What follows belongs to an exercise in optimizing a design on an open flow for small area and a short achievable clock period; a production flow would make more cautious choices.
The RTL was checked by simulation tests, not by an equivalence proof against the original design.
Power is estimated from default activity; no workload was simulated.

## flow/design.v (module list and top-level ports; edited modules follow where they fit)
// module koggeStoneAdder: 29 lines
// module partialProductStage: 47 lines
// module adderTreeLevel: 40 lines
// module signedMultiplier: 2090 lines
// module mulFA: 10 lines
// module mulGA: 8 lines
// module mulGO: 8 lines
// module mulBlkA: 11 lines
// module mulBlkO: 11 lines
// module mulHA: 9 lines
module signedMultiplier
(
	input  logic          clk,
	input  logic          arstN,
	input  mulPkg::operandPairT   operands,
	output mulPkg::productResultT result
);
  // ...
==> flow/run.sh <==
#!/bin/bash
# synth_recipe.tcl (not shown) runs the flow's synth.tcl, then flattens the netlist and writes it again
# the make line also repeats each setting of config.mk as NAME=value (left out here)
make -C /OpenROAD-flow-scripts/flow DESIGN_CONFIG=/design/flow/config.mk WORK_HOME=/design/flow/orfs CLKGATE_MAP_FILE= SYNTH_SCRIPT=/design/flow/synth_recipe.tcl finish
==> flow/config.mk <==
export PLATFORM = sky130hd
export DESIGN_NAME = signedMultiplier
export DESIGN_NICKNAME = signedMultiplier
export VERILOG_FILES = /design/flow/design.v
export SDC_FILE = /design/flow/constraint.sdc
export NUM_CORES = 4
export LEC_CHECK = 0
export CAP_MARGIN = 20
export CORE_MARGIN = 2
export CORE_UTILIZATION = 40
export SETUP_SLACK_MARGIN = 1.75
export SLEW_MARGIN = 20
export SYNTH_HIERARCHICAL = 1
==> flow/constraint.sdc <==
create_clock -name core_clock -period 4.0 [get_ports {clk}]
set_input_delay 0.8000 -clock core_clock [delete_from_list [all_inputs] [get_ports {clk}]]
set_output_delay 0.8000 -clock core_clock [all_outputs]
set_load 0.01 [all_outputs]
==> metrics list, run 1 <==
- Grt met2 use: 0.276
- Fill cell total of the finished layout: 5135
- Seq/Total Area, Yosys: 0.403
- For this configuration, the core starts out at a cell density of 0.403.
- Most used cells in the layout excluding fill and tap cells: sky130_fd_sc_hd__dfxtp_1, sky130_fd_sc_hd__xnor2_1, sky130_fd_sc_hd__a22oi_1
* Power after layout: 21.8 mW
- The clock reaches the later pin of the worst-skew pair after around 0.6 ns.
* Post-Place Worst Slack: 1.09 ns
* Detail Placement HPWL: 35.2 mm
* GRT met1 Usage: 0.234
- Max-area cell class: multi-input gates
* Hold buffer count at CTS: 0
- STA puts the critical path data required time at 3.20 ns.
- For this block, wires on met1 add up to 22.6 mm.
- In the post-synthesis netlist, the biggest area contributors are sky130_fd_sc_hd__dfxtp_1, sky130_fd_sc_hd__fa_1, sky130_fd_sc_hd__xnor2_1.
* Seq cells: ~460
* Remaining number of nets flagged by the antenna check after routing: 0
- Core Rows: 88
- The flow ran to the end and the layout has no timing, DRC or antenna violations.
- For this run, the number of standard cells in the final layout without fillers is 2743.
- The flow inserted approximately 770 tap cells.
* Capturing element of the worst setup path: result[3]
- The share of total power dissipated in sequential elements is 0.353.
- No sink is reached through more buffers than the 3 on the longest clock path.
- Layout inverter count without the clock tree: 71
- For met3 alone, demand over resource in global routing was 0.0496.
- Post-synthesis compound-gate area fraction: 0.144
* Number of global-route vias before repair: 14870
* EDFF count, synth: 0
* Post-detailed-route via-to-cell ratio: 5.07
* Launch instance of the worst register-to-register path: r2_d[23]$_DFF_P_
* Root buffer selected by CTS: sky130_fd_sc_hd__clkbuf_16
* Crit Path Class: reg -> out
==> run 2: changes to the inputs <==
--- a/flow/config.mk
+++ b/flow/config.mk
@@ -8,6 +8,6 @@
 export CAP_MARGIN = 20
 export CORE_MARGIN = 2
 export CORE_UTILIZATION = 40
-export SETUP_SLACK_MARGIN = 1.75
+export SETUP_SLACK_MARGIN = 2.0
 export SLEW_MARGIN = 20
 export SYNTH_HIERARCHICAL = 1
==> metrics list, run 2 <==
* Data required time of the critical path: 4.54 ns (was 3.20 ns)
* Worst Setup End Kind: flip-flop (was output pin)
- Most frequent cell after synthesis: sky130_fd_sc_hd__dfxtp_1 (unchanged)
- Effective utilization at floorplan: 0.403 (unchanged)
- Post-route design area: 0.0318 mm^2 (was 0.0265 mm^2)
* Slew Viols, Final: 0 (unchanged)
- The adder and majority cell fraction of the synthesized area came to 0.237 (unchanged).
* Final setup vio count: 0 (unchanged)
- The clock latency on the worst-skew pair was 0.61 ns (was 0.59 ns).
- The chip height was 244 um (unchanged).
- Setup repair after global routing missed its margin: true (unchanged)
- The share of power burned in registers came to 0.317 (was 0.353).
* # H-tree levels: 2 (unchanged)
- The combinational group share of total power was 0.469 (was 0.427).
- Crit path max-delay cell type: sky130_fd_sc_hd__fa_2 (was sky130_fd_sc_hd__clkdlybuf4s50_1)
- The mean number of vias per cell was 5.34 (was 5.07).
* Largest stage delay on the critical path: 0.55 ns (was 0.53 ns)
- Area added between synthesis and finish: 37.5% (was 14.7%)
- Leading cell types by count after synthesis: sky130_fd_sc_hd__dfxtp_1, sky130_fd_sc_hd__xnor2_1, sky130_fd_sc_hd__a22oi_1, sky130_fd_sc_hd__fa_1, sky130_fd_sc_hd__ha_1 (unchanged).
- Max FFs per register: 167 (unchanged)
- Post-synthesis instance total: 1855 (unchanged)
* Number of global-route vias before repair: 16127 (was 14870)
* Share of cells above drive strength 1: 0.432 (was 0.172)
- The number of violations of the max-capacitance limit is 0 (unchanged).
* Aggregate global routing overflow: 0 (unchanged)
- Root buffer selected by CTS: sky130_fd_sc_hd__clkbuf_16 (unchanged)
- The static leakage power came to 12.2 nW (was 10.3 nW).
- Nets@finish: 2499 (was 2290)
- The maximum number of pins on one net before global-route repair is 27 (unchanged).
- Count of vias placed by the detailed router: 15749 (was 13913)
- Wire length of the first global-routing pass: 95.4 mm (was 82.4 mm)
* Width of the die: 244 um (unchanged)
- The cell area after synthesis was 0.0231 mm^2 (unchanged).
- Remaining number of nets flagged by the antenna check after routing: 0 (unchanged)
- The fraction of post-synthesis cell area in the top cell type by area is 0.397 (unchanged).
* Post-synthesis compound-gate area fraction: 0.144 (unchanged)
- Maximum vdd drop: 368 uV (was 357 uV)
* Placed cell area: 0.0245 mm^2 (was 0.0244 mm^2)
- The clock-pin slew of the registers on the worst-case setup and hold paths came to 0.06 ns (about the same).
- The largest fanout on the critical path is 7 (was 1).
- Crit Path Class: reg -> reg (was reg -> out)
- EDFF count, synth: 0 (unchanged)
* Power after layout: 24.6 mW (was 21.8 mW)
* Worst setup SP type: flip-flop (unchanged)
- The core outline area is 0.0574 mm^2 (unchanged).
- The detailed-route wire length per cell came to 23.0 um (was 18.8 um).
- Power density over the cells: 773 mW/mm^2 (was 822 mW/mm^2)
- The class of the worst hold path is reg -> reg (unchanged).
- Depth of the worst hold-timing path: 0 (unchanged)
* Async SR Flop Fraction: 0.0129 (unchanged)
- The total negative setup slack was 0 ns (unchanged).
* Register name with the most flops: r1_d (unchanged)
- Arrival time of data at the critical path endpoint: 2.76 ns (was 1.41 ns)
* Post-route clock period utilization: 0.556 (was 0.552)
* Total net switching power: 8.78 mW (was 7.76 mW)
- Top post-synthesis cells by area: sky130_fd_sc_hd__dfxtp_1, sky130_fd_sc_hd__fa_1, sky130_fd_sc_hd__xnor2_1 (unchanged)
- Number of cell instances on the worst register-to-register path: 5 (was 10)
- The clock network fraction of design power was 0.214 (was 0.219).
- Count of TritonRoute iterations in the first routing pass: 5 (unchanged)
- Maximum clock frequency: 0.450 GHz (was 0.453 GHz)
- Global-route usage over all layers: 0.209 (was 0.175)
* Hold buffer count at CTS: 0 (unchanged)
* Placed insts: 2646 (was 2640)
* Final wirelength: 68.0 mm (was 51.5 mm)
* Cell taking the most area after synthesis: sky130_fd_sc_hd__dfxtp_1 (unchanged)
* Diode insertion count for antenna repair: 0 (was 1)
* Result of the run: no timing/DRC/antenna violations (unchanged)
* Synth Area per Inst: 12.5 um^2 (unchanged)
* Critical Path Most Common Cell: sky130_fd_sc_hd__fa_2
* Detail Placement HPWL: 35.6 mm (was 35.2 mm)
- Most used cells in the layout excluding fill and tap cells: sky130_fd_sc_hd__dfxtp_1, sky130_fd_sc_hd__xnor2_1, sky130_fd_sc_hd__a22oi_2 (was sky130_fd_sc_hd__dfxtp_1, sky130_fd_sc_hd__xnor2_1, sky130_fd_sc_hd__a22oi_1)
* Fill cell total of the finished layout: 4497 (was 5135)
- The standard-cell row count is 88 (unchanged).
- The area enclosed by the die boundary was 0.0597 mm^2 (unchanged).
* Mux share of post-synthesis cell area: 0 (unchanged)
* Number of distinct library cells after synthesis: 22 (unchanged)
- Parity-gate share of the synthesized area counting xor and xnor cells: 0.136 (unchanged)
* Number of non-filler instances in the completed layout: 2951 (was 2743)
- Internal power contribution: 15.8 mW (was 14.0 mW)
* Antenna violations before repair: 0 (was 2)
* Port Buf Inserts: 99 (unchanged)
- Detailed Route Iter0 Violations: 1422 (was 1040)
* Post-route worst hold slack: 0.320 ns (was 0.319 ns)
* Main flop type after synthesis: sky130_fd_sc_hd__dfxtp_1 (unchanged)
- The total count of hold-check failures in the final report came to 0 (unchanged).
- Number of remaining DRC errors: 0 (unchanged)
* Most frequent standard cell in the layout excluding fill and tap cells: sky130_fd_sc_hd__dfxtp_1 (unchanged)
- The number of top-level design ports came to 100 (unchanged).
- The number of buffers created by CTS came to 52 (was 49).
- The CTS tree is yes (unchanged).
- Final min period: 2.22 ns (was 2.21 ns)
* Cells along the critical path: buf_6 > a22oi_1 > xnor2_1 > fa_2 > fa_2 (was clkdlybuf4s50_1)
* Clock net sink count: 464 (unchanged)
- CTS Buffer Depth: 3 (unchanged)
- Largest registers: r1_d (167), r2_d (87) (unchanged).
* Area share of and/or/nand/nor cells after synthesis: 0.0196 (unchanged)
- The largest family of logic cells by synthesized area is adder cells (unchanged).
- Synthesis-stage register bit count: 464 (unchanged)
* Routability cong.: 0.839 (was 0.831)
- The sequential fraction of the synthesis area is 0.403 (unchanged).
- Ys Warns: 7 (unchanged)
- The maximum clock skew at final layout came to 0.0215 ns (was 0.0180 ns).
- The net switching fraction of the power was 0.358 (was 0.356).
[run 2: cell counts after synthesis]
No cell type changed its count.
[run 2: final timing paths]
path                                   from                 end  slack, ns
max                        r0_a[11]$_DFF_P_    r1_d[64]$_DFF_P_       1.78
min                        r4_p[25]$_DFF_P_    r5_p[25]$_DFF_P_       0.32
max reg2reg                r0_a[11]$_DFF_P_    r1_d[64]$_DFF_P_       1.78
min reg2reg                r4_p[25]$_DFF_P_    r5_p[25]$_DFF_P_       0.32
max in group asynchronous             arstN  valid[3]$_DFF_PN0_       3.35
min in group asynchronous             arstN  valid[5]$_DFF_PN0_       0.45
[run 2: cell type report]
class                      instances  area, um^2  share of cell area
timing repair buffer             375        4640               0.146
sequential                       464        9520               0.300
tap                              765         957              0.0301
multi-input combinational       1182       14500               0.455
clock inverter                    23         393              0.0124
inverter                          71         278             0.00874
clock buffer                      71        1510              0.0476
[run 2: through the flow]
step	setup WS, ns	utilization
after floorplan	2.01	-
after global placement	1.16	0.427
after detailed placement	1.26	0.427
after CTS	1.83	0.521
after global routing	1.75	0.554
final	1.78	0.554
[run 2: routing by layer]
layer	wire (um)	part of all wire	GRT usage	vias up
met4	3720	0.055	0.0805	0
met3	6950	0.10	0.0457	255
li1	-	-	-	6818
met5	0	0	0	-
met2	30400	0.45	0.333	868
met1	27000	0.40	0.277	7808
[run 2: power by group through the flow]
stage	Combinational, mW	Clock (mW)	Sequential, mW
global route	12.8	5.57	7.98
floorplan	6.57	0	7.61
global placement	8.90	0	7.84
finish	11.5	5.25	7.78
CTS	10.6	5.38	7.76
detailed placement	9.14	0	7.90
[run 2: repair_timing]
action,CTS,global route
buffers inserted,131,57
resized for setup,505,279
pin swaps,234,191
cloned,15,8
endpoints found under the setup margin,220,158
[run 2: worst max-delay path, delay by kind of cell, from the launching register on]
kind            cells  cell delay (ns)
compound gates      1             0.12
xor+xnor            1             0.33
fa+ha+maj           2             1.09
buf+inv             1             0.18
flops               1             0.46
[run 2: kinds of logic after synthesis]
logic type / after synthesis
DFF: 464
buffers and inverters: 216
and+or+nand+nor: 102
xor gates and xnor gates: 358
AOI/OAI and AO/OA: 412
adders and majority gates: 302
other: 1
[run 2: Yosys stat by module (local to each module, per instance)]
module | cell area [um^2] | cells | copies in the design
mulGA | 8.76 | 1 | 25
mulGO | 5.00 | 1 | 21
signedMultiplier | 16600 | 1383 | 1
mulBlkA | 12.5 | 2 | 44
mulFA | 20.0 | 1 | 227
mulBlkO | 12.5 | 2 | 23
mulHA | 12.5 | 1 | 65
==> run 3: changes to the inputs <==
--- a/flow/config.mk
+++ b/flow/config.mk
@@ -8,6 +8,6 @@
 export CAP_MARGIN = 20
 export CORE_MARGIN = 2
 export CORE_UTILIZATION = 40
-export SETUP_SLACK_MARGIN = 2.0
+export SETUP_SLACK_MARGIN = 1.9
 export SLEW_MARGIN = 20
 export SYNTH_HIERARCHICAL = 1
==> metrics list, run 3 <==
- The total count of hold-check failures in the final report is 0 (unchanged).
* # H-tree levels: 2 (unchanged)
* Most frequent cell after synthesis: sky130_fd_sc_hd__dfxtp_1 (unchanged)
- Number of global-route vias before repair: 15326 (was 16127)
* Number of ports placed on the die boundary: 100 (unchanged)
* Final wirelength: 58.0 mm (was 68.0 mm)
* Capturing element of the worst setup path: r3_p[42]$_DFF_P_ (was r1_d[64]$_DFF_P_)
- Crit path max-delay cell type: sky130_fd_sc_hd__dfxtp_2 (was sky130_fd_sc_hd__fa_2)
* Cell taking the most area after synthesis: sky130_fd_sc_hd__dfxtp_1 (unchanged)
- The number of different library cells in the post-synthesis netlist came to 22 (unchanged).
- The yosys synthesis warning count is 7 (unchanged).
- The class of the worst hold path is reg -> reg (unchanged).
* Worst Path Max Fanout: 6 (was 7)
- The standard-cell row count is 88 (unchanged).
- The cell area after synthesis was 0.0231 mm^2 (unchanged).
* Slew Viols, Final: 0 (unchanged)
- The combined global-route utilization of all metal layers was 0.181 (was 0.209).
- The most instantiated flip-flop cell in the synthesis netlist is sky130_fd_sc_hd__dfxtp_1 (unchanged).
* Root buffer selected by CTS: sky130_fd_sc_hd__clkbuf_16 (unchanged)
- Post-Place Worst Slack: 1.26 ns (about the same)
* Effective utilization at floorplan: 0.403 (unchanged)
* Arrival time of data at the critical path endpoint: 2.73 ns (was 2.76 ns)
- Share of cells above drive strength 1: 0.273 (was 0.432)
* Relative slew slack: 0.656
- The mean number of vias per cell is 5.16 (was 5.34).
* Antenna violations before repair: 1 (was 0)
* Post-route clock period utilization: 0.549 (was 0.556)
- Cells along the critical path: ha_4 > a21oi_4 > o21ai_4 > a21oi_4 > o21ai_4 > buf_12 > a21oi_4 > clkinvlp_4 > a21oi_2 > xnor2_1 (was buf_6 > a22oi_1 > xnor2_1 > fa_2 > fa_2)
- Port Buf Inserts: 99 (unchanged)
- Clock net sink count: 464 (unchanged)
- The maximum number of pins on one net before global-route repair came to 27 (unchanged).
- The CTS tree was yes (unchanged).
- The number of violations of the max-capacitance limit came to 0 (unchanged).
* Data required time of the critical path: 4.53 ns (was 4.54 ns)
- The clock latency on the worst-skew pair was 0.60 ns (was 0.61 ns).
- The detailed-route wire length per cell was 20.3 um (was 23.0 um).
- The cts-stage hold buffer count came to 0 (unchanged).
- The horizontal die dimension was 244 um (unchanged).
- Power density over the cells: 806 mW/mm^2 (was 773 mW/mm^2)
- Setup repair after global routing missed its margin: true (unchanged)
* Die height: 244 um (unchanged)
- Maximum vdd drop: 353 uV (was 368 uV)
- The total via count after detailed routing is 14720 (was 15749).
* Leakage power: 11.0 nW (was 12.2 nW)
* Largest stage delay on the critical path: 0.33 ns (was 0.55 ns)
- Wire length of the first global-routing pass: 85.0 mm (was 95.4 mm)
* Critical Path Most Common Cell: sky130_fd_sc_hd__a21oi_4 (was sky130_fd_sc_hd__fa_2)
- CTS buffer count: 51 (was 52)
- Floorplan die area: 0.0597 mm^2 (unchanged)
* Aggregate global routing overflow: 0 (unchanged)
- Leading cell types by count after synthesis: sky130_fd_sc_hd__dfxtp_1, sky130_fd_sc_hd__xnor2_1, sky130_fd_sc_hd__a22oi_1, sky130_fd_sc_hd__fa_1, sky130_fd_sc_hd__ha_1 (unchanged)
* EDFF count, synth: 0 (unchanged)
* Number of cell instances on the worst register-to-register path: 10 (was 5)
* Kind of cell adding the most delay to the critical path: compound AO/OA/AOI/OAI gates (was adder cells)
- Detailed Route Iter0 Violations: 1123 (was 1422)
- The number of fill cells in the layout was 4979 (was 4497).
- Core region area: 0.0574 mm^2 (unchanged)
- The residual antenna-violating net count after detailed routing came to 0 (unchanged).
* Nets@finish: 2401 (was 2499)
* Register name with the most flops: r1_d (unchanged)
- The fmax was 0.455 GHz (was 0.450 GHz).
* Diode insertion count for antenna repair: 0 (unchanged)
- The critical register-to-register path startpoint was r2_d[10]$_DFF_P_ (was r0_a[11]$_DFF_P_).
* Post-synthesis instance total: 1855 (unchanged)
* Final setup vio count: 0 (unchanged)
- The most common cell after layout, fill and taps aside is sky130_fd_sc_hd__dfxtp_1 (unchanged).
- Capturing point of the worst reg2reg path: r3_p[42]$_DFF_P_ (was r1_d[64]$_DFF_P_)
- Post-synth top area share: 0.397 (unchanged)
- The final period demand of the worst path was 2.20 ns (was 2.22 ns).
- The weighted congestion at the end of routability-driven global placement is 0.831 (was 0.839).
* CTS Buffer Depth: 3 (unchanged)
- Synthesis-stage register bit count: 464 (unchanged)
- Top post-synthesis cells by area: sky130_fd_sc_hd__dfxtp_1, sky130_fd_sc_hd__fa_1, sky130_fd_sc_hd__xnor2_1 (unchanged).
- Total stage count of the critical path: 10 (was 5)
* Max FFs per register: 167 (unchanged)
- Result of the run: no timing/DRC/antenna violations (unchanged).
* Register-to-register path setup slack: 1.80 ns (was 1.78 ns)
- Count of TritonRoute iterations in the first routing pass: 5 (unchanged)
* Slew at the pin closest to its max-slew limit: 0.517 ns
* Post-route worst hold slack: 0.322 ns (was 0.320 ns)
- Final setup margin: 1.80 ns (was 1.78 ns)
- Setup TNS: 0 ns (unchanged)
* Area added between synthesis and finish: 24.0% (was 37.5%)
- Most used cells in the layout excluding fill and tap cells: sky130_fd_sc_hd__dfxtp_1, sky130_fd_sc_hd__xnor2_1, sky130_fd_sc_hd__fa_1 (was sky130_fd_sc_hd__dfxtp_1, sky130_fd_sc_hd__xnor2_1, sky130_fd_sc_hd__a22oi_2)
- Detail Placement HPWL: 35.9 mm (was 35.6 mm)
- Post-Route Skew: 0.0215 ns (about the same)
- The async set-or-reset flop fraction in the synthesized netlist is 0.0129 (unchanged).
- The final routed DRC violation total was 0 (unchanged).
* Crit Path Class: reg -> reg (unchanged)
- The kind of launch point of the worst setup path is a flip-flop (unchanged).
- Seq/Total Area, Yosys: 0.403 (unchanged)
* Synth Area per Inst: 12.5 um^2 (unchanged)
* Count of buffering cells on the critical path with inverters included: 2 (was 1)
- Largest registers: r1_d (167), r2_d (87) (unchanged)
- The clock-pin slew of the registers on the worst-case setup and hold paths was 0.06 ns (about the same).
- Worst Setup End Kind: flip-flop (unchanged)
- The launching element of the worst setup path is r2_d[10]$_DFF_P_ (was r0_a[11]$_DFF_P_).
-- run 3: power by group --
part	internal, mW	total, mW	switching, mW
logic	5.00	10.5	5.51
clock network	2.86	4.80	1.94
registers	6.84	7.77	0.930
-- run 3: modules after synthesis (local to each module, per instance), a selection --
module / copies in the design / flops+latches
signedMultiplier: 1 / 464
mulBlkO: 23 / 0
mulGA: 25 / 0
mulFA: 227 / 0
mulBlkA: 44 / 0
mulGO: 21 / 0
-- run 3: final cells by class --
type                       count  area (um^2)  area share
clock buffer                  63         1380      0.0482
clock inverter                31          354      0.0124
inverter                      71          274     0.00956
multi-input combinational   1182        13200       0.462
sequential                   464         9480       0.331
tap                          765          957      0.0334
timing repair buffer         278         2970       0.103
-- run 3: worst min path at each step --
stage                            from                to  slack, ns  depth (start not counted)
floorplan           r1_d[157]$_DFF_P_  r2_d[78]$_DFF_P_       0.31                          0
global placement     r3_p[26]$_DFF_P_  r4_p[26]$_DFF_P_       0.31                          0
detailed placement   r3_p[22]$_DFF_P_  r4_p[22]$_DFF_P_       0.31                          0
CTS                   r4_p[9]$_DFF_P_   r5_p[9]$_DFF_P_       0.31                          0
global route          r4_p[9]$_DFF_P_   r5_p[9]$_DFF_P_       0.31                          0
finish                r4_p[9]$_DFF_P_   r5_p[9]$_DFF_P_       0.32                          0
-- run 3: metrics by stage --
step / std cells / power, mW / utilization / instance area [um^2]
global placement: 2645 / 16.8 / 0.426 / 24500
global route: 2854 / 24.9 / 0.499 / 28700
floorplan: 1862 / 14.2 / - / 23200
finish: 2854 / 23.1 / 0.499 / 28700
CTS: 2780 / 22.7 / 0.473 / 27100
detailed placement: 2645 / 17.1 / 0.426 / 24500
-- run 3: cells by family (layout without fill, tap and decap cells) --
kind of cell | count (synthesis) | count (layout) | synth area share
compound gates | 412 | 412 | 0.144
fa+ha+maj | 302 | 302 | 0.237
xor+xnor | 358 | 358 | 0.136
flops | 464 | 464 | 0.403
other cells | 1 | 8 | 0.000162
buf+inv | 216 | 443 | 0.0607
simple gates | 102 | 102 | 0.0196
-- run 3: timing repair --
action                                  in CTS  in global routing
endpoints found under the hold margin        0                  0
pin swaps                                   19                 78
resized for setup                          208                143
setup buffers                               41                 69
endpoints found under the setup margin     211                 85
cloned                                       0                  5
-- run 3: per-layer routing --
layer	track usage	up-vias	wire length, um
met5	0	-	0
met3	0.0416	115	4520
met1	0.242	7426	25200
met4	0.0585	0	1570
met2	0.292	584	26700
li1	-	6595	-
==> run 4: changes to the inputs <==
--- a/flow/config.mk
+++ b/flow/config.mk
@@ -8,6 +8,6 @@
 export CAP_MARGIN = 20
 export CORE_MARGIN = 2
 export CORE_UTILIZATION = 40
-export SETUP_SLACK_MARGIN = 1.9
+export SETUP_SLACK_MARGIN = 1.8
 export SLEW_MARGIN = 20
 export SYNTH_HIERARCHICAL = 1
==> metrics list, run 4 <==
- Mux share of post-synthesis cell area: 0 (unchanged)
- Post-synth top area share: 0.397 (unchanged)
* # H-tree levels: 2 (unchanged)
* Largest stage delay on the critical path: 0.60 ns (was 0.33 ns)
- The met2 routed wirelength was 23.7 mm (was 26.7 mm).
- The number of slew-limit violations in the final report is 0 (unchanged).
- Ys Warns: 7 (unchanged)
- Clock transition at the registers of the reported paths: 0.06 ns (about the same)
- The core outline area was 0.0574 mm^2 (unchanged).
- Clock net sink count: 464 (unchanged)
- The leading area contributor after synthesis is sky130_fd_sc_hd__dfxtp_1 (unchanged).
- Post-route clock period utilization: 0.540 (was 0.549)
* Count of vias placed by the detailed router: 13889 (was 14720)
* Number of ports placed on the die boundary: 100 (unchanged)
* Number of remaining DRC errors: 0 (unchanged)
- Floorplan die area: 0.0597 mm^2 (unchanged)
- Count of buffering cells on the critical path with inverters included: 1 (was 2)
- The number of nets at the end of the flow came to 2307 (was 2401).
* Setup TNS: 0 ns (unchanged)
* Mapped cell area: 0.0231 mm^2 (unchanged)
- The flip-flop count of the largest register, all copies and words added is 167 (unchanged).
* Worst Path Max Fanout: 25 (was 6)
- The number of cell instances on the worst register-to-register path came to 5 (was 10).
- Crit path max-delay cell type: sky130_fd_sc_hd__fa_1 (was sky130_fd_sc_hd__dfxtp_2)
* Post-route worst hold slack: 0.319 ns (was 0.322 ns)
- Result of the run: no timing/DRC/antenna violations (unchanged).
- The register with the most flip-flops is r1_d (unchanged).
- Diode insertion count for antenna repair: 0 (unchanged)
- The family with the most delay on the worst path is adder cells (was compound AO/OA/AOI/OAI gates).
- Port Buf Inserts: 99 (unchanged)
- The most instantiated flip-flop cell in the synthesis netlist was sky130_fd_sc_hd__dfxtp_1 (unchanged).
- Synth Area per Inst: 12.5 um^2 (unchanged)
- Number of distinct library cells after synthesis: 22 (unchanged)
- The horizontal die dimension was 244 um (unchanged).
- Routed metal-1 wire length: 22.4 mm (was 25.2 mm)
- Wire length of the first global-routing pass: 82.5 mm (was 85.0 mm)
- The fmax is 0.463 GHz (was 0.455 GHz).
- Final setup vio count: 0 (unchanged)
* Largest net degree at the start of global routing: 27 (unchanged)
- The signed area change from the synthesized netlist to the final layout came to 15.6% (was 24.0%).
- Routed met3 length: 4.44 mm (was 4.52 mm)
- Top post-synthesis cells by area: sky130_fd_sc_hd__dfxtp_1, sky130_fd_sc_hd__fa_1, sky130_fd_sc_hd__xnor2_1 (unchanged)
- Depth of the worst hold-timing path: 0 (unchanged)
- The final instance area came to 0.0267 mm^2 (was 0.0287 mm^2).
- The worst setup slack for register-to-register paths is 1.84 ns (was 1.80 ns).
- Clock Latency Late Sink: 0.59 ns (was 0.60 ns)
- Worst Setup End Kind: flip-flop (unchanged)
* Mean routed wirelength per cell: 18.7 um (was 20.3 um)
- The standard-cell row count was 88 (unchanged).
- The destination of the worst hold path is r4_p[29]$_DFF_P_ (was r5_p[9]$_DFF_P_).
- The critical setup path kind is reg -> reg (unchanged).
* Aggregate global routing overflow: 0 (unchanged)
- The combined global-route utilization of all metal layers came to 0.175 (was 0.181).
* Count of TritonRoute iterations in the first routing pass: 5 (unchanged)
- The sum of net half-perimeters after detailed placement is 35.2 mm (was 35.9 mm).
* Power density over the cells: 818 mW/mm^2 (was 806 mW/mm^2)
* Share of cells above drive strength 1: 0.182 (was 0.273)
* Number of global-route vias before repair: 14913 (was 15326)
- The launching element of the worst setup path is r0_one[7]$_DFF_P_ (was r2_d[10]$_DFF_P_).
- Largest registers: r1_d (167), r2_d (87) (unchanged)
* Seq/Total Area, Yosys: 0.403 (unchanged)
- Combinational family with the most area after synthesis: adder cells (unchanged)
* Hold Vio Cnt, Final: 0 (unchanged)
- Area share of and/or/nand/nor cells after synthesis: 0.0196 (unchanged)
- The mean number of vias per cell is 5.03 (was 5.16).
* Slew at the pin closest to its max-slew limit: 0.547 ns (was 0.517 ns)
- Cells along the critical path: buf_4 > a22oi_1 > xnor2_1 > fa_1 > fa_1 (was ha_4 > a21oi_4 > o21ai_4 > a21oi_4 > o21ai_4 > buf_12 > a21oi_4 > clkinvlp_4 > a21oi_2 > xnor2_1).
* Effective utilization at floorplan: 0.403 (unchanged)
- Parity-gate share of the synthesized area counting xor and xnor cells: 0.136 (unchanged)
* Arrival time of data at the critical path endpoint: 2.61 ns (was 2.73 ns)
- The instance count on the critical path is 5 (was 10).
- CTS buffer count: 49 (was 51)
- Launch instance of the worst register-to-register path: r0_one[7]$_DFF_P_ (was r2_d[10]$_DFF_P_)
- Critical Path Most Common Cell: sky130_fd_sc_hd__fa_1 (was sky130_fd_sc_hd__a21oi_4)
- Most frequent cell after synthesis: sky130_fd_sc_hd__dfxtp_1 (unchanged)
- Routability cong.: 0.831 (about the same)
- The chip height was 244 um (unchanged).
* Post-synthesis instance total: 1855 (unchanged)
- The final period demand of the worst path was 2.16 ns (was 2.20 ns).
* Worst setup SP type: flip-flop (unchanged)
* Root buffer selected by CTS: sky130_fd_sc_hd__clkbuf_16 (unchanged)
- Setup repair after global routing missed its margin: true (unchanged).
- Detailed Route Iter0 Violations: 1047 (was 1123)
* Async SR Flop Fraction: 0.0129 (unchanged)
- Synthesis-stage register bit count: 464 (unchanged)
- Post-Route Skew: 0.0177 ns (was 0.0215 ns)
- The capture point of the worst reg-to-reg path was r1_d[124]$_DFF_P_ (was r3_p[42]$_DFF_P_).
- Worst Hold Class: reg -> reg (unchanged)
- Post-synthesis compound-gate area fraction: 0.144 (unchanged)
* Remaining number of nets flagged by the antenna check after routing: 0 (unchanged)
* Relative slew slack: 0.636 (was 0.656)
- The placed standard-cell area came to 0.0244 mm^2 (was 0.0245 mm^2).
- Fraction of the mapped netlist area in adder cells: 0.237 (unchanged)
- The detailed-route wire length was 51.7 mm (was 58.0 mm).
- The required arrival time at the worst endpoint came to 4.45 ns (was 4.53 ns).
- The maximum vdd drop came to 357 uV (was 353 uV).
- TritonCTS clock tree: yes (unchanged)
* Uppermost layer routed: met5 (was met4)
- Most used cells in the layout excluding fill and tap cells: sky130_fd_sc_hd__dfxtp_1, sky130_fd_sc_hd__xnor2_1, sky130_fd_sc_hd__a22oi_1 (was sky130_fd_sc_hd__dfxtp_1, sky130_fd_sc_hd__xnor2_1, sky130_fd_sc_hd__fa_1)
- The static leakage power came to 10.3 nW (was 11.0 nW).
- The most common cell after layout, fill and taps aside is sky130_fd_sc_hd__dfxtp_1 (unchanged).
- Leading cell types by count after synthesis: sky130_fd_sc_hd__dfxtp_1, sky130_fd_sc_hd__xnor2_1, sky130_fd_sc_hd__a22oi_1, sky130_fd_sc_hd__fa_1, sky130_fd_sc_hd__ha_1 (unchanged).
- The number of enable-type register cells in the synthesized netlist came to 0 (unchanged).
- Max Cap Violations: 0 (unchanged)
- Worst hold start: r3_p[29]$_DFF_P_ (was r4_p[9]$_DFF_P_)
* Antenna violations before repair: 2 (was 1)
* CTS Buffer Depth: 3 (unchanged)
run 4: worst register-to-register path, stage by stage (launching register included):
cell,delay [ns]
sky130_fd_sc_hd__dfxtp_1,0.31
sky130_fd_sc_hd__buf_4,0.32
sky130_fd_sc_hd__a22oi_1,0.17
sky130_fd_sc_hd__xnor2_1,0.17
sky130_fd_sc_hd__fa_1,0.60
sky130_fd_sc_hd__fa_1,0.44
run 4: through the flow:
step	power [mW]	worst slack (ns)	utilization	cells
floorplan	14.2	1.82	-	1862
global placement	16.8	1.12	0.426	2640
detailed placement	17.1	1.09	0.426	2640
CTS	22.0	1.80	0.459	2738
global route	23.9	1.78	0.466	2759
finish	21.9	1.84	0.466	2759
run 4: timing repair:
| action | CTS | global route |
|---|---|---|
| endpoints found under the hold margin | 0 | 0 |
| setup buffers | 7 | 21 |
| hold buffers | 0 | 0 |
| setup endpoints to repair | 206 | 85 |
| pin swaps | 7 | 8 |
| resized for setup | 116 | 54 |
run 4: kinds of logic (layout without fill, tap and decap cells):
group,after synthesis,after routing
flops,464,464
compound gates,412,412
xor+xnor,358,358
fa+ha+maj,302,302
buf+inv,216,348
simple gates,102,102
other cells,1,8
run 4: Yosys stat by module, one instance, submodules excluded:
module | times used | area [um^2] | cells inside
mulBlkO | 23 | 12.5 | 2
mulBlkA | 44 | 12.5 | 2
signedMultiplier | 1 | 16600 | 1383
mulGA | 25 | 8.76 | 1
mulHA | 65 | 12.5 | 1
mulGO | 21 | 5.00 | 1
mulFA | 227 | 20.0 | 1
run 4: area by class of cell:
class                           count  area, um^2
Fill cell                        5116       30600
Multi-Input combinational cell   1182       12600
Sequential cell                   464        9440
Timing Repair Buffer              186        1750
Clock buffer                       65        1390
Tap cell                          765         957
Clock inverter                     26         339
Inverter                           71         269
run 4: worst max-delay path by stage:
stage	endpoint	slack (ns)
global route	r3_p[39]$_DFF_P_	1.78
CTS	r1_d[40]$_DFF_P_	1.80
detailed placement	r3_p[46]$_DFF_P_	1.09
floorplan	r3_p[37]$_DFF_P_	1.82
finish	r1_d[124]$_DFF_P_	1.84
global placement	r3_p[40]$_DFF_P_	1.12
run 4: power by group:
part / internal, mW / switching [mW] / total, mW
sequential: 6.83 / 0.865 / 7.69
combinational: 4.35 / 5.05 / 9.40
clock: 2.91 / 1.87 / 4.78
total: 14.1 / 7.78 / 21.9
run 4: layer usage:
| layer | vias up | global-route usage |
|---|---|---|
| li1 | 6391 | - |
| met1 | 6909 | 0.234 |
| met2 | 488 | 0.276 |
| met3 | 99 | 0.0492 |
| met4 | 2 | 0.0515 |
| met5 | - | 0 |
==> run 5: changes to the inputs <==
--- a/flow/config.mk
+++ b/flow/config.mk
@@ -8,6 +8,8 @@
 export CAP_MARGIN = 20
 export CORE_MARGIN = 2
 export CORE_UTILIZATION = 40
+export CTS_CLUSTER_DIAMETER = 100
+export CTS_CLUSTER_SIZE = 30
 export SETUP_SLACK_MARGIN = 1.8
 export SLEW_MARGIN = 20
 export SYNTH_HIERARCHICAL = 1
==> metrics list, run 5 <==
- Number of remaining DRC errors: 0 (unchanged)
* Worst Path Max Fanout: 6 (was 25)
- The starting DRC count in detailed routing is 1129 (was 1047).
- Crit Path Class: reg -> reg (unchanged)
- Max Cap Violations: 0 (unchanged)
* Global-route usage over all layers: 0.172 (was 0.175)
- The signal arrival time at the worst endpoint came to 2.66 ns (was 2.61 ns).
- Most used cells in the layout excluding fill and tap cells: sky130_fd_sc_hd__dfxtp_1, sky130_fd_sc_hd__xnor2_1, sky130_fd_sc_hd__a22oi_1 (unchanged).
- Number of ports placed on the die boundary: 100 (unchanged)
- The clock network fraction of design power is 0.138 (was 0.218).
- The flip-flop count of the largest register, all copies and words added is 167 (unchanged).
* Post-detailed-route via-to-cell ratio: 5.09 (was 5.03)
- The number of buffers created by CTS was 23 (was 49).
- The clock sink count is 464 (unchanged).
- The kind of launch point of the worst setup path is a flip-flop (unchanged).
- The relative max-transition margin is 0.628 (was 0.636).
- Core region area: 0.0574 mm^2 (unchanged)
- Total net switching power: 7.62 mW (was 7.78 mW)
- The number of slew-limit violations in the final report was 0 (unchanged).
- Antenna violations before repair: 2 (unchanged)
- Sequential fraction of design power: 0.385 (was 0.352)
- Hold Vio Cnt, Final: 0 (unchanged)
- Mean routed wirelength per cell: 19.0 um (was 18.7 um)
- The maximum vdd drop is 312 uV (was 357 uV).
- Main flop type after synthesis: sky130_fd_sc_hd__dfxtp_1 (unchanged)
- The gate count after technology mapping was 1855 (unchanged).
* Width of the die: 244 um (unchanged)
* Clock transition at the registers of the reported paths: 0.11 ns (was 0.06 ns)
- Synthesis-stage register bit count: 464 (unchanged)
- Switching fraction of total power: 0.380 (was 0.356)
- Most frequent standard cell in the layout excluding fill and tap cells: sky130_fd_sc_hd__dfxtp_1 (unchanged)
* Port Buf Inserts: 99 (unchanged)
- Leading cell types by count after synthesis: sky130_fd_sc_hd__dfxtp_1, sky130_fd_sc_hd__xnor2_1, sky130_fd_sc_hd__a22oi_1, sky130_fd_sc_hd__fa_1, sky130_fd_sc_hd__ha_1 (unchanged)
- The diode insertion count for antenna repair is 0 (unchanged).
- The placed standard-cell area came to 0.0244 mm^2 (unchanged).
- The fraction of post-synthesis cell area in the top cell type by area is 0.397 (unchanged).
- The largest buffer count on any clock path came to 3 (unchanged).
* Final setup vio count: 0 (unchanged)
* Post-route clock period utilization: 0.544 (was 0.540)
- EDFF count, synth: 0 (unchanged)
* Register name with the most flops: r1_d (unchanged)
- The area enclosed by the die boundary is 0.0597 mm^2 (unchanged).
- Share of cells above drive strength 1: 0.171 (was 0.182)
* Count of vias placed by the detailed router: 13797 (was 13889)
- The slew at the pin closest to its max-slew limit was 0.558 ns (was 0.547 ns).
- Internal power contribution: 12.4 mW (was 14.1 mW)
* Wire length of the first global-routing pass: 81.7 mm (was 82.5 mm)
- The nature of the critical path endpoint is a flip-flop (unchanged).
- Largest registers: r1_d (167), r2_d (87) (unchanged).
- The final period demand of the worst path was 2.18 ns (was 2.16 ns).
- Most frequent cell after synthesis: sky130_fd_sc_hd__dfxtp_1 (unchanged)
- The depth of the CTS H-tree is 1 (was 2).
- Maximum clock frequency: 0.459 GHz (was 0.463 GHz)
- The starting density of the core came to 0.403 (unchanged).
- Top post-synthesis cells by area: sky130_fd_sc_hd__dfxtp_1, sky130_fd_sc_hd__fa_1, sky130_fd_sc_hd__xnor2_1 (unchanged).
- The remaining global-route overflow came to 0 (unchanged).
- Nets@finish: 2289 (was 2307)
* Clock Latency Late Sink: 0.59 ns (about the same)
- The master cell of the clock root buffer is sky130_fd_sc_hd__clkbuf_16 (unchanged).
- Post-route design area: 0.0260 mm^2 (was 0.0267 mm^2)
- The number of different library cells in the post-synthesis netlist was 22 (unchanged).
- Result of the run: no timing/DRC/antenna violations (unchanged).
- Async SR Flop Fraction: 0.0129 (unchanged)
* Worst Hold Class: reg -> reg (unchanged)
* Fraction of power consumed by combinational cells: 0.477 (was 0.430)
- Core Rows: 88 (unchanged)
* Die height: 244 um (unchanged)
- Count of TritonRoute iterations in the first routing pass: 6 (was 5)
* Ys Warns: 7 (unchanged)
- Final wirelength: 51.6 mm (was 51.7 mm)
* Area added between synthesis and finish: 12.4% (was 15.6%)
- The maximum clock skew at final layout is 0.0363 ns (was 0.0177 ns).
- Number of global-route vias before repair: 14614 (was 14913)
- The number of fill cells in the layout is 5179 (was 5116).
- Mapped cell area: 0.0231 mm^2 (unchanged)
* Remaining number of nets flagged by the antenna check after routing: 0 (unchanged)
- The average footprint of a synthesized cell was 12.5 um^2 (unchanged).
- The weighted congestion at the end of routability-driven global placement was 0.831 (unchanged).
* Power density over the cells: 771 mW/mm^2 (was 818 mW/mm^2)
- Setup repair after global routing missed its margin: true (unchanged).
- TritonCTS clock tree: yes (unchanged)
- The sum of net half-perimeters after detailed placement came to 35.2 mm (unchanged).
- The sequential fraction of the synthesis area was 0.403 (unchanged).
- Leakage power: 9.88 nW (was 10.3 nW)
* Largest net degree at the start of global routing: 32 (was 27)
- Setup TNS: 0 ns (unchanged)
- The required arrival time at the worst endpoint is 4.48 ns (was 4.45 ns).
* Cell taking the most area after synthesis: sky130_fd_sc_hd__dfxtp_1 (unchanged)
[run 5: cell counts after synthesis]
Identical to the previous run, type by type.
[run 5: cells by family after synthesis]
family,after synthesis,synth area share
AOI/OAI and AO/OA,412,0.144
buffers and inverters,216,0.0607
DFF,464,0.403
other,1,0.000162
xor gates and xnor gates,358,0.136
adders and majority gates,302,0.237
and+or+nand+nor,102,0.0196
[run 5: worst max-delay path, stage by stage, from the launching register on]
cell	delay, ns
sky130_fd_sc_hd__dfxtp_2	0.35
sky130_fd_sc_hd__ha_4	0.26
sky130_fd_sc_hd__a21oi_4	0.17
sky130_fd_sc_hd__o21ai_4	0.11
sky130_fd_sc_hd__a21oi_4	0.21
sky130_fd_sc_hd__o21ai_4	0.08
sky130_fd_sc_hd__buf_12	0.14
sky130_fd_sc_hd__a21oi_4	0.30
sky130_fd_sc_hd__buf_6	0.19
sky130_fd_sc_hd__o21ai_1	0.09
sky130_fd_sc_hd__xor2_1	0.16
[run 5: layer usage]
layer,track usage,vias to the layer above,part of all wire
met2,0.276,487,0.46
met5,0,-,0.00014
met4,0.0443,2,0.020
met3,0.0384,83,0.077
met1,0.234,6913,0.44
li1,-,6312,-
[run 5: final timing paths]
check / start / end / slack [ns] / depth (start not counted)
hold reg to reg: r4_p[35]$_DFF_P_ / r5_p[35]$_DFF_P_ / 0.33 / 0
setup reg to reg: r2_d[10]$_DFF_P_ / r3_p[45]$_DFF_P_ / 1.82 / 10
setup / recovery: r2_d[10]$_DFF_P_ / r3_p[45]$_DFF_P_ / 1.82 / 10
max in group asynchronous: arstN / valid[4]$_DFF_PN0_ / 3.35 / 1
hold / removal: r4_p[35]$_DFF_P_ / r5_p[35]$_DFF_P_ / 0.33 / 0
min in group asynchronous: arstN / valid[5]$_DFF_PN0_ / 0.42 / 1
[run 5: area by class of cell]
| class | instances | area [um^2] | area share |
|---|---|---|---|
| clock inverter | 10 | 171 | 0.00660 |
| timing repair buffer | 194 | 1860 | 0.0715 |
| sequential | 464 | 9450 | 0.364 |
| clock buffer | 24 | 579 | 0.0223 |
| multi-input combinational | 1182 | 12700 | 0.489 |
| inverter | 71 | 269 | 0.0104 |
| tap | 765 | 957 | 0.0368 |
[run 5: what timing repair did]
item	4_1_cts	5_1_grt
hold buffers	0	0
pin swaps	8	15
gates resized for setup	118	72
setup endpoints to repair	208	88
buffers inserted	7	29
[run 5: power groups by stage]
stage	registers [mW]	clock network, mW	logic [mW]
2_1_floorplan	7.61	0	6.55
3_3_place_gp	7.79	0	9.04
3_5_place_dp	7.84	0	9.22
4_1_cts	7.72	2.88	9.33
5_1_grt	7.91	3.05	11.0
6_report	7.70	2.76	9.56
[run 5: per-module statistics from Yosys (local to each module, per instance)]
module / flip-flops and latches / area (um^2)
mulGA: 0 / 8.76
mulBlkA: 0 / 12.5
mulBlkO: 0 / 12.5
mulGO: 0 / 5.00
mulFA: 0 / 20.0
mulHA: 0 / 12.5
signedMultiplier: 464 / 16600
[run 5: through the flow]
step           hold slack [ns]   util  instances  power [mW]  worst slack, ns
6_report                 0.331  0.453       2710        20.0             1.82
5_1_grt                  0.337  0.453       2710        22.0             1.75
4_1_cts                  0.333  0.442       2681        19.9             1.80
3_5_place_dp             0.312  0.426       2640        17.1             1.09
3_3_place_gp             0.311  0.426       2640        16.8             1.12
2_1_floorplan            0.310      -       1862        14.2             1.82
==> run 6: changes to the inputs <==
--- a/flow/config.mk
+++ b/flow/config.mk
@@ -10,6 +10,7 @@
 export CORE_UTILIZATION = 40
 export CTS_CLUSTER_DIAMETER = 100
 export CTS_CLUSTER_SIZE = 30
+export PLACE_DENSITY = 0.75
 export SETUP_SLACK_MARGIN = 1.8
 export SLEW_MARGIN = 20
 export SYNTH_HIERARCHICAL = 1
==> metrics list, run 6 <==
- Mean routed wirelength per cell: 19.2 um (was 19.0 um)
* Power after layout: 19.8 mW (was 20.0 mW)
- Final min period: 2.17 ns (was 2.18 ns)
* TritonCTS clock tree: yes (unchanged)
* Core region area: 0.0574 mm^2 (unchanged)
- Final setup vio count: 0 (unchanged)
- The clock-pin slew of the registers on the worst-case setup and hold paths came to 0.12 ns (was 0.11 ns).
* Async SR Flop Fraction: 0.0129 (unchanged)
* Worst setup SP type: flip-flop (unchanged)
- Max Cap Violations: 0 (unchanged)
- Register name with the most flops: r1_d (unchanged)
- Number of remaining DRC errors: 0 (unchanged)
- Setup repair after global routing missed its margin: true (unchanged).
- Maximum clock frequency: 0.461 GHz (was 0.459 GHz)
* Area added between synthesis and finish: 11.5% (was 12.4%)
- The clock sink count was 464 (unchanged).
* Post-synthesis compound-gate area fraction: 0.144 (unchanged)
- The relative max-transition margin is 0.614 (was 0.628).
* Fraction of the mapped netlist area in adder cells: 0.237 (unchanged)
* Nets@finish: 2281 (was 2289)
- The number of slew-limit violations in the final report came to 0 (unchanged).
- Leading cell types by count after synthesis: sky130_fd_sc_hd__dfxtp_1, sky130_fd_sc_hd__xnor2_1, sky130_fd_sc_hd__a22oi_1, sky130_fd_sc_hd__fa_1, sky130_fd_sc_hd__ha_1 (unchanged).
- Die height: 244 um (unchanged)
- Power density over the cells: 769 mW/mm^2 (was 771 mW/mm^2)
* Largest net degree at the start of global routing: 32 (unchanged)
* Worst Path Max Fanout: 13 (was 6)
- Core Rows: 88 (unchanged)
- Aggregate global routing overflow: 0 (unchanged)
- The post-route clock period utilization is 0.542 (was 0.544).
- The number of enable-type register cells in the synthesized netlist is 0 (unchanged).
- Number of global-route vias before repair: 14892 (was 14614)
- The synthesis-stage register bit count came to 464 (unchanged).
- Placed cell area: 0.0244 mm^2 (about the same)
- Post-detailed-route via-to-cell ratio: 5.24 (was 5.09)
- The nature of the critical path endpoint is a flip-flop (unchanged).
* Number of ports placed on the die boundary: 100 (unchanged)
- Most frequent cell after synthesis: sky130_fd_sc_hd__dfxtp_1 (unchanged)
- Clock Latency Late Sink: 0.58 ns (was 0.59 ns)
- The starting density of the core is 0.403 (unchanged).
- Combinational family with the most area after synthesis: adder cells (unchanged)
- The starting DRC count in detailed routing is 1258 (was 1129).
- Count of vias placed by the detailed router: 14160 (was 13797)
- The post-place setup slack was 1.10 ns (was 1.09 ns).
- Worst Hold Class: reg -> reg (unchanged)
- Max FFs per register: 167 (unchanged)
* Fill cell total of the finished layout: 5131 (was 5179)
- Most used cells in the layout excluding fill and tap cells: sky130_fd_sc_hd__dfxtp_1, sky130_fd_sc_hd__xnor2_1, sky130_fd_sc_hd__a22oi_1 (unchanged).
- The first-pass GRT wire length was 80.6 mm (was 81.7 mm).
* Width of the die: 244 um (unchanged)
* Most frequent standard cell in the layout excluding fill and tap cells: sky130_fd_sc_hd__dfxtp_1 (unchanged)
- Hold Vio Cnt, Final: 0 (unchanged)
* Number of non-filler instances in the completed layout: 2702 (was 2710)
- Setup TNS: 0 ns (unchanged)
- Mapped cell area: 0.0231 mm^2 (unchanged)
* Cell taking the most area after synthesis: sky130_fd_sc_hd__dfxtp_1 (unchanged)
* Post-route worst hold slack: 0.311 ns (was 0.331 ns)
- The maximum vdd drop is 306 uV (was 312 uV).
- The post-layout utilization of the core is 0.449 (was 0.453).
- Top post-synthesis cells by area: sky130_fd_sc_hd__dfxtp_1, sky130_fd_sc_hd__fa_1, sky130_fd_sc_hd__xnor2_1 (unchanged).
* Seq/Total Area, Yosys: 0.403 (unchanged)
- Ys Warns: 7 (unchanged)
- The critical setup path kind is reg -> reg (unchanged).
* Leakage power: 9.78 nW (was 9.88 nW)
- Result of the run: no timing/DRC/antenna violations (unchanged).
* Remaining number of nets flagged by the antenna check after routing: 0 (unchanged)
- The number of placed cells counting well taps came to 2634 (was 2640).
- The slew at the pin closest to its max-slew limit came to 0.579 ns (was 0.558 ns).
- The average footprint of a synthesized cell was 12.5 um^2 (unchanged).
- The multiplexer share of the synthesized area was 0 (unchanged).
* # H-tree levels: 1 (unchanged)
- Hold buffer count at CTS: 0 (unchanged)
- The count of buffers from port buffering was 99 (unchanged).
- Final setup margin: 1.83 ns (was 1.82 ns)
- CTS buffer count: 20 (was 23)
* Post-Route Skew: 0.0224 ns (was 0.0363 ns)
- The fraction of post-synthesis cell area in the top cell type by area is 0.397 (unchanged).
- Largest registers: r1_d (167), r2_d (87) (unchanged)
- The area enclosed by the die boundary was 0.0597 mm^2 (unchanged).
- Data required time of the critical path: 4.45 ns (was 4.48 ns)
- The sum of net half-perimeters after detailed placement came to 35.2 mm (about the same).
- The weighted congestion at the end of routability-driven global placement is 0.868 (was 0.831).
- Global-route usage over all layers: 0.168 (was 0.172)
- Main flop type after synthesis: sky130_fd_sc_hd__dfxtp_1 (unchanged)
- Post-synthesis instance total: 1855 (unchanged)
- Parity-gate share of the synthesized area counting xor and xnor cells: 0.136 (unchanged)
* Arrival time of data at the critical path endpoint: 2.61 ns (was 2.66 ns)
* CTS Buffer Depth: 3 (unchanged)
- Count of TritonRoute iterations in the first routing pass: 6 (unchanged)
- Root buffer selected by CTS: sky130_fd_sc_hd__clkbuf_16 (unchanged)
- Number of distinct library cells after synthesis: 22 (unchanged)
* Antenna violations before repair: 6 (was 2)
- The ratio of cells with drive above 1 in the final layout came to 0.168 (was 0.171).
- The detailed-route wire length came to 52.0 mm (was 51.6 mm).
- The final instance area was 0.0258 mm^2 (was 0.0260 mm^2).
* Area share of and/or/nand/nor cells after synthesis: 0.0196 (unchanged)
-- run 6: kinds of logic after synthesis --
group / after synthesis
flops: 464
xor+xnor: 358
fa+ha+maj: 302
compound gates: 412
simple gates: 102
other cells: 1
buf+inv: 216
-- run 6: final timing paths --
| kind | start | end | slack, ns | depth (start not counted) |
|---|---|---|---|---|
| max | r0_two[2]$_DFF_P_ | r1_d[53]$_DFF_P_ | 1.83 | 5 |
| min | r3_p[0]$_DFF_P_ | r4_p[0]$_DFF_P_ | 0.31 | 0 |
| max reg2reg | r0_two[2]$_DFF_P_ | r1_d[53]$_DFF_P_ | 1.83 | 5 |
| min reg2reg | r3_p[0]$_DFF_P_ | r4_p[0]$_DFF_P_ | 0.31 | 0 |
| max in group asynchronous | arstN | valid[1]$_DFF_PN0_ | 3.34 | 1 |
| min in group asynchronous | arstN | valid[0]$_DFF_PN0_ | 0.45 | 1 |
-- run 6: repair_timing --
item / 4_1_cts / 5_1_grt
gates resized for setup: 142 / 56
gates cloned: 0 / 0
hold endpoints to repair: 0 / 0
pin swaps: 8 / 15
buffers inserted: 11 / 26
endpoints found under the setup margin: 211 / 60
-- run 6: cell type report --
cell class	count	area, um^2	share of cell area
multi-input combinational	1182	12700	0.492
sequential	464	9480	0.368
timing repair buffer	189	1790	0.0694
tap	765	957	0.0371
clock buffer	22	529	0.0205
inverter	71	267	0.0103
clock inverter	5	61.3	0.00238
antenna	4	10.0	0.000388
-- run 6: power breakdown --
group | internal (mW) | switching (mW) | total [mW] | leakage (nW)
registers | 6.82 | 0.938 | 7.75 | 3.95
clock network | 0.983 | 1.46 | 2.44 | 0.288
logic | 4.47 | 5.16 | 9.63 | 5.54
total | 12.3 | 7.56 | 19.8 | 9.78
-- run 6: worst max-delay path, stage by stage, from the launching register on --
cell and delay, ns:
sky130_fd_sc_hd__dfxtp_4 0.48, sky130_fd_sc_hd__buf_6 0.21, sky130_fd_sc_hd__a22oi_1 0.11, sky130_fd_sc_hd__xnor2_1 0.24, sky130_fd_sc_hd__fa_1 0.51, sky130_fd_sc_hd__fa_1 0.50
-- run 6: per-module statistics from Yosys (local to each module, per instance) --
module / flip-flops and latches / copies in the design / area, um^2
mulFA: 0 / 227 / 20.0
mulBlkO: 0 / 23 / 12.5
signedMultiplier: 464 / 1 / 16600
mulBlkA: 0 / 44 / 12.5
mulGA: 0 / 25 / 8.76
mulHA: 0 / 65 / 12.5
mulGO: 0 / 21 / 5.00
-- run 6: per-layer routing --
metal | track usage | up-vias | share of wire
li1 | - | 6306 | -
met1 | 0.216 | 7010 | 0.40
met2 | 0.281 | 708 | 0.47
met3 | 0.0356 | 134 | 0.096
met4 | 0.0583 | 2 | 0.031
met5 | 0 | - | 0.00023
==> run 7: changes to the inputs <==
--- a/flow/config.mk
+++ b/flow/config.mk
@@ -8,8 +8,8 @@
 export CAP_MARGIN = 20
 export CORE_MARGIN = 2
 export CORE_UTILIZATION = 40
-export CTS_CLUSTER_DIAMETER = 100
-export CTS_CLUSTER_SIZE = 30
+export CTS_CLUSTER_DIAMETER = 80
+export CTS_CLUSTER_SIZE = 24
 export PLACE_DENSITY = 0.75
 export SETUP_SLACK_MARGIN = 1.8
 export SLEW_MARGIN = 20
==> metrics list, run 7 <==
- The starting DRC count in detailed routing was 1234 (was 1258).
- Mapped cell area: 0.0231 mm^2 (unchanged)
* Core region area: 0.0574 mm^2 (unchanged)
* Count of TritonRoute iterations in the first routing pass: 7 (was 6)
- Data required time of the critical path: 4.46 ns (was 4.45 ns)
- Clock Latency Late Sink: 0.60 ns (was 0.58 ns)
* Core Util, Final: 0.455 (was 0.449)
- The flip-flop count of the largest register, all copies and words added was 167 (unchanged).
- The dominant cell type by count on the critical path is sky130_fd_sc_hd__fa_1 (unchanged).
- Ys Warns: 7 (unchanged)
- The total via count after detailed routing came to 14202 (was 14160).
* Global-route usage over all layers: 0.171 (was 0.168)
* Final wirelength: 52.6 mm (was 52.0 mm)
- Routability cong.: 0.868 (unchanged)
- The library cell contributing the largest single delay on the critical path is sky130_fd_sc_hd__dfxtp_4 (was sky130_fd_sc_hd__fa_1).
- Power density over the cells: 787 mW/mm^2 (was 769 mW/mm^2)
- Maximum clock frequency: 0.461 GHz (about the same)
- TritonCTS clock tree: yes (unchanged)
* Die height: 244 um (unchanged)
* Setup TNS: 0 ns (unchanged)
- Slew Viols, Final: 0 (unchanged)
* Worst Path Max Fanout: 20 (was 13)
- The mean number of vias per cell was 5.23 (was 5.24).
- Largest registers: r1_d (167), r2_d (87) (unchanged).
- Root buffer selected by CTS: sky130_fd_sc_hd__clkbuf_16 (unchanged)
* Largest net degree at the start of global routing: 27 (was 32)
- The sequential fraction of the synthesis area is 0.403 (unchanged).
- The family with the most delay on the worst path is adder cells (unchanged).
* Cells along the critical path: buf_4 > a22oi_1 > xnor2_1 > fa_1 > fa_1 (was buf_6 > a22oi_1 > xnor2_1 > fa_1 > fa_1)
- The nature of the critical path endpoint is a flip-flop (unchanged).
- The relative max-transition margin was 0.605 (was 0.614).
- Depth of the worst hold-timing path: 0 (unchanged)
* Number of ports placed on the die boundary: 100 (unchanged)
- Post-Route Skew: 0.0340 ns (was 0.0224 ns)
- The first-pass GRT wire length came to 81.6 mm (was 80.6 mm).
- The delay of the slowest cell on the worst path came to 0.56 ns (was 0.51 ns).
* Leakage power: 9.93 nW (was 9.78 nW)
- The slew at the pin closest to its max-slew limit came to 0.593 ns (was 0.579 ns).
- Most used cells in the layout excluding fill and tap cells: sky130_fd_sc_hd__dfxtp_1, sky130_fd_sc_hd__xnor2_1, sky130_fd_sc_hd__a22oi_1 (unchanged).
* Worst setup SP type: flip-flop (unchanged)
- The signed area change from the synthesized netlist to the final layout is 12.8% (was 11.5%).
* Grt met2 use: 0.285 (was 0.281)
- The horizontal die dimension is 244 um (unchanged).
* Post-synthesis instance total: 1855 (unchanged)
- The remaining global-route overflow came to 0 (unchanged).
- Max Cap Violations: 0 (unchanged)
* Worst Hold Class: reg -> reg (unchanged)
- Maximum vdd drop: 390 uV (was 306 uV)
* Cell taking the most area after synthesis: sky130_fd_sc_hd__dfxtp_1 (unchanged)
* Most frequent standard cell in the layout excluding fill and tap cells: sky130_fd_sc_hd__dfxtp_1 (unchanged)
- The worst-case hold slack is 0.329 ns (was 0.311 ns).
- The signal arrival time at the worst endpoint came to 2.63 ns (was 2.61 ns).
- Top post-synthesis cells by area: sky130_fd_sc_hd__dfxtp_1, sky130_fd_sc_hd__fa_1, sky130_fd_sc_hd__xnor2_1 (unchanged)
* Nets@finish: 2285 (was 2281)
- The final period demand of the worst path was 2.17 ns (about the same).
- Crit Path Class: reg -> reg (unchanged)
- Floorplan die area: 0.0597 mm^2 (unchanged)
* Detail Placement HPWL: 35.2 mm (unchanged)
- Mean routed wirelength per cell: 19.4 um (was 19.2 um)
- Final setup vio count: 0 (unchanged)
- The met3 capacity usage during global routing was 0.0382 (was 0.0356).
* Post-route clock period utilization: 0.542 (about the same)
- The overall power after layout came to 20.5 mW (was 19.8 mW).
- The register with the most flip-flops is r1_d (unchanged).
- The average footprint of a synthesized cell came to 12.5 um^2 (unchanged).
- The standard-cell row count is 88 (unchanged).
- The ratio of cells with drive above 1 in the final layout was 0.174 (was 0.168).
* Port Buf Inserts: 99 (unchanged)
- The cts-stage hold buffer count was 0 (unchanged).
- The clock sink count came to 464 (unchanged).
* Result of the run: no timing/DRC/antenna violations (unchanged)
- The most instantiated flip-flop cell in the synthesis netlist is sky130_fd_sc_hd__dfxtp_1 (unchanged).
* Leading cell types by count after synthesis: sky130_fd_sc_hd__dfxtp_1, sky130_fd_sc_hd__xnor2_1, sky130_fd_sc_hd__a22oi_1, sky130_fd_sc_hd__fa_1, sky130_fd_sc_hd__ha_1 (unchanged)
- The critical path buffer and inverter count came to 1 (unchanged).
* Hold Vio Cnt, Final: 0 (unchanged)
- The via count of the first global-routing pass came to 15093 (was 14892).
- # H-tree levels: 1 (unchanged)
- Clock transition at the registers of the reported paths: 0.09 ns (was 0.12 ns)
* Antenna violations before repair: 6 (unchanged)
- The residual antenna-violating net count after detailed routing was 0 (unchanged).
* Async SR Flop Fraction: 0.0129 (unchanged)
- The starting density of the core is 0.403 (unchanged).
- Number of cell instances on the worst register-to-register path: 5 (unchanged)
- The number of enable-type register cells in the synthesized netlist came to 0 (unchanged).
- The most used standard cell by instance count after synthesis is sky130_fd_sc_hd__dfxtp_1 (unchanged).
* GRT met1 Usage: 0.217 (was 0.216)
- The final routed DRC violation total came to 0 (unchanged).
- Setup repair after global routing missed its margin: true (unchanged).
- Synthesis-stage register bit count: 464 (unchanged)
- Number of distinct library cells after synthesis: 22 (unchanged)
- The instance count on the critical path was 5 (unchanged).
- The largest buffer count on any clock path came to 3 (unchanged).
- The fraction of post-synthesis cell area in the top cell type by area is 0.397 (unchanged).
- The number of buffers created by CTS was 28 (was 20).
- Global-route layer with the greatest usage: met2 (unchanged)
==> run 7: per-module statistics from Yosys (local to each module, per instance) <==
module / flops+latches / cells inside
mulBlkO: 0 / 2
mulBlkA: 0 / 2
mulGO: 0 / 1
mulGA: 0 / 1
mulHA: 0 / 1
signedMultiplier: 464 / 1383
mulFA: 0 / 1
==> run 7: metal layers <==
metal	share of wire	up-vias	routed length (um)
li1	-	6320	-
met1	0.40	7043	20900
met2	0.47	690	24800
met3	0.098	147	5180
met4	0.033	2	1710
met5	0.00023	-	12
==> run 7: final timing paths <==
check	start	end	slack, ns
worst max-delay path	r0_a[6]$_DFF_P_	r1_d[78]$_DFF_P_	1.83
min in group asynchronous	arstN	valid[5]$_DFF_PN0_	0.44
worst max register to register	r0_a[6]$_DFF_P_	r1_d[78]$_DFF_P_	1.83
worst min register to register	r3_p[2]$_DFF_P_	r4_p[2]$_DFF_P_	0.33
worst min-delay path	r3_p[2]$_DFF_P_	r4_p[2]$_DFF_P_	0.33
max in group asynchronous	arstN	valid[0]$_DFF_PN0_	3.36
==> run 7: cell families after synthesis <==
logic type,after synthesis,share of synthesized area
other,1,0.000162
DFF,464,0.403
adders and majority gates,302,0.237
AOI/OAI and AO/OA,412,0.144
and+or+nand+nor,102,0.0196
xor gates and xnor gates,358,0.136
buffers and inverters,216,0.0607
==> run 7: stage by stage <==
step                      setup slack (ns)  instances  cell area [um^2]
final                                 1.83       2716             26100
after global routing                  1.78       2713             26100
after floorplan                       1.82       1862             23200
after global placement                1.20       2634             24400
after detailed placement              1.10       2634             24400
after CTS                             1.80       2693             25600
==> run 7: area by class of cell <==
class	instances	area (um^2)
fillers	5085	31300
clock buffers	30	729
diodes	4	10.0
clock inverters	15	216
multi-input cells	1182	12700
repair buffers	185	1730
flip-flops and latches	464	9480
well taps	765	957
inverters	71	267
==> run 7: report_power, final <==
part | internal (mW) | total (mW) | switching, mW
Sequential | 6.82 | 7.77 | 0.947
Clock | 1.51 | 3.15 | 1.63
Combinational | 4.45 | 9.62 | 5.17
Total | 12.8 | 20.5 | 7.75
==> run 7: timing repair <==
action / CTS / global route
endpoints found under the hold margin: 0 / 0
buffers inserted: 14 / 18
gates resized for setup: 139 / 55
endpoints found under the setup margin: 208 / 85
pin swaps: 7 / 12
cloned: 0 / 1
==> run 7: worst register-to-register path, stage by stage, from the launching register on <==
cell,delay [ns]
sky130_fd_sc_hd__dfxtp_4,0.56
sky130_fd_sc_hd__buf_4,0.22
sky130_fd_sc_hd__a22oi_1,0.07
sky130_fd_sc_hd__xnor2_1,0.25
sky130_fd_sc_hd__fa_1,0.48
sky130_fd_sc_hd__fa_1,0.46
==> run 8: changes to the inputs <==
==> flow/config.mk (replaced) <==
export PLATFORM = sky130hd
export DESIGN_NAME = signedMultiplier
export DESIGN_NICKNAME = signedMultiplier
export VERILOG_FILES = /design/flow/design.v
export SDC_FILE = /design/flow/constraint.sdc
export NUM_CORES = 4
export LEC_CHECK = 0
export CAP_MARGIN = 20
export CORE_MARGIN = 2
export CORE_UTILIZATION = 60
export CTS_BUF_LIST = sky130_fd_sc_hd__clkbuf_4 sky130_fd_sc_hd__clkbuf_8
export SETUP_SLACK_MARGIN = 1.75
export SLEW_MARGIN = 20
export SYNTH_HIERARCHICAL = 1
==> metrics list, run 8 <==
- Clock net sink count: 464 (unchanged)
* Critical Path Most Common Cell: sky130_fd_sc_hd__a21oi_4 (was sky130_fd_sc_hd__fa_1)
- Post-synth top area share: 0.397 (unchanged)
- Count of vias placed by the detailed router: 13990 (was 14202)
- Number of remaining DRC errors: 0 (unchanged)
- Result of the run: no timing/DRC/antenna violations (unchanged).
- The maximum number of pins on one net before global-route repair was 27 (unchanged).
* Clock transition at the registers of the reported paths: 0.06 ns (was 0.09 ns)
* Capturing point of the worst reg2reg path: r3_p[40]$_DFF_P_ (was r1_d[78]$_DFF_P_)
- The horizontal die dimension is 200 um (was 244 um).
* Setup TNS: 0 ns (unchanged)
- TritonCTS clock tree: yes (unchanged)
- Slew Viols, Final: 0 (unchanged)
* Nets@finish: 2329 (was 2285)
- The clock latency on the worst-skew pair is 0.65 ns (was 0.60 ns).
- Register-to-register path setup slack: 1.72 ns (was 1.83 ns)
* Remaining number of nets flagged by the antenna check after routing: 0 (unchanged)
- # H-tree levels: 3 (was 1)
- Multi-input gate area: 0.0127 mm^2 (about the same)
* Number of global-route vias before repair: 15067 (was 15093)
- The first-pass iteration count of the detailed router is 5 (was 7).
- Crit Path Class: reg -> reg (unchanged)
* Arrival time of data at the critical path endpoint: 2.83 ns (was 2.63 ns)
* Max FFs per register: 167 (unchanged)
- Antenna violations before repair: 1 (was 6)
* Post-detailed-route via-to-cell ratio: 5.49 (was 5.23)
- Internal power contribution: 14.1 mW (was 12.8 mW)
- The cts-stage hold buffer count is 0 (unchanged).
- Share of cells above drive strength 1: 0.211 (was 0.174)
* Total area of sequential cells: 0.00946 mm^2 (was 0.00948 mm^2)
- The class of the worst hold path is reg -> reg (unchanged).
* Effective utilization at floorplan: 0.611 (was 0.403)
* Slew at the pin closest to its max-slew limit: 0.600 ns (was 0.593 ns)
* Relative slew slack: 0.600 (was 0.605)
==> run 8: cell counts after synthesis <==
No cell type changed its count.
==> run 8: layout make-up <==
class                      instances  area share
multi-input combinational       1182       0.479
inverter                          71      0.0104
timing repair buffer             181      0.0608
tap                              511      0.0242
clock buffer                     116      0.0559
clock inverter                    24      0.0117
sequential                       464       0.358
==> run 8: cells by family (layout without fill, tap and decap cells) <==
kind of cell,Yosys count,in the layout,share of synthesized area
other cells,1,8,0.000162
fa+ha+maj,302,302,0.237
buf+inv,216,392,0.0607
flops,464,464,0.403
compound gates,412,412,0.144
simple gates,102,102,0.0196
xor+xnor,358,358,0.136
==> run 8: stage by stage <==
step,util,cells,area [um^2],setup WS (ns),total power [mW]
final,0.699,2549,26400,1.72,22.0
after floorplan,-,1862,23200,1.82,14.2
after CTS,0.693,2541,26200,1.68,22.1
after global routing,0.699,2549,26400,1.60,24.0
after global placement,0.638,2391,24100,1.16,16.7
after detailed placement,0.638,2391,24100,1.09,17.1
==> run 8: Yosys stat by module (local to each module, per instance) <==
module,copies in the design,cells
signedMultiplier,1,1383
mulFA,227,1
mulBlkA,44,2
mulBlkO,23,2
mulHA,65,1
mulGA,25,1
mulGO,21,1
==> run 8: worst min path at each step <==
| stage | endpoint | from | slack [ns] |
|---|---|---|---|
| global placement | r4_p[34]$_DFF_P_ | r3_p[34]$_DFF_P_ | 0.31 |
| detailed placement | r4_p[33]$_DFF_P_ | r3_p[33]$_DFF_P_ | 0.31 |
| global route | r4_p[14]$_DFF_P_ | r3_p[14]$_DFF_P_ | 0.32 |
| finish | r4_p[15]$_DFF_P_ | r3_p[15]$_DFF_P_ | 0.32 |
| floorplan | r2_d[78]$_DFF_P_ | r1_d[157]$_DFF_P_ | 0.31 |
| CTS | r4_p[15]$_DFF_P_ | r3_p[15]$_DFF_P_ | 0.31 |
==> run 8: power groups by stage <==
stage / Clock (mW) / Combinational [mW] / Sequential, mW
2_1_floorplan: 0 / 6.55 / 7.61
3_3_place_gp: 0 / 8.95 / 7.79
3_5_place_dp: 0 / 9.23 / 7.85
4_1_cts: 4.79 / 9.53 / 7.80
5_1_grt: 5.01 / 11.0 / 8.00
6_report: 4.66 / 9.54 / 7.78
==> run 8: critical path: cells and delay by family, from the launching register on <==
kind	cells	cell delay, ns
xor gates and xnor gates	1	0.13
adders and majority gates	1	0.25
AOI/OAI and AO/OA	6	1.06
buffers and inverters	2	0.40
DFF	1	0.33
==> run 8: per-layer routing <==
| metal | GRT usage | up-vias | share of wire |
|---|---|---|---|
| li1 | - | 6446 | - |
| met1 | 0.350 | 6996 | 0.45 |
| met2 | 0.405 | 448 | 0.46 |
| met3 | 0.0683 | 98 | 0.067 |
| met4 | 0.0828 | 2 | 0.022 |
| met5 | 0 | - | 0.00028 |
==> run 8: timing repair <==
item                       in CTS  in global routing
buffers inserted               10                  8
pin swaps                      13                  9
setup endpoints to repair     202                 81
resized for setup             125                 48

Check on run 8: ideal ports give 1.725 ns setup slack; a clkbuf_16 on the clock port and buf_2 on the inputs give 1.725 ns; moving port delays by the midpoint clock arrival (0.682 ns) as well gives 1.725 ns.
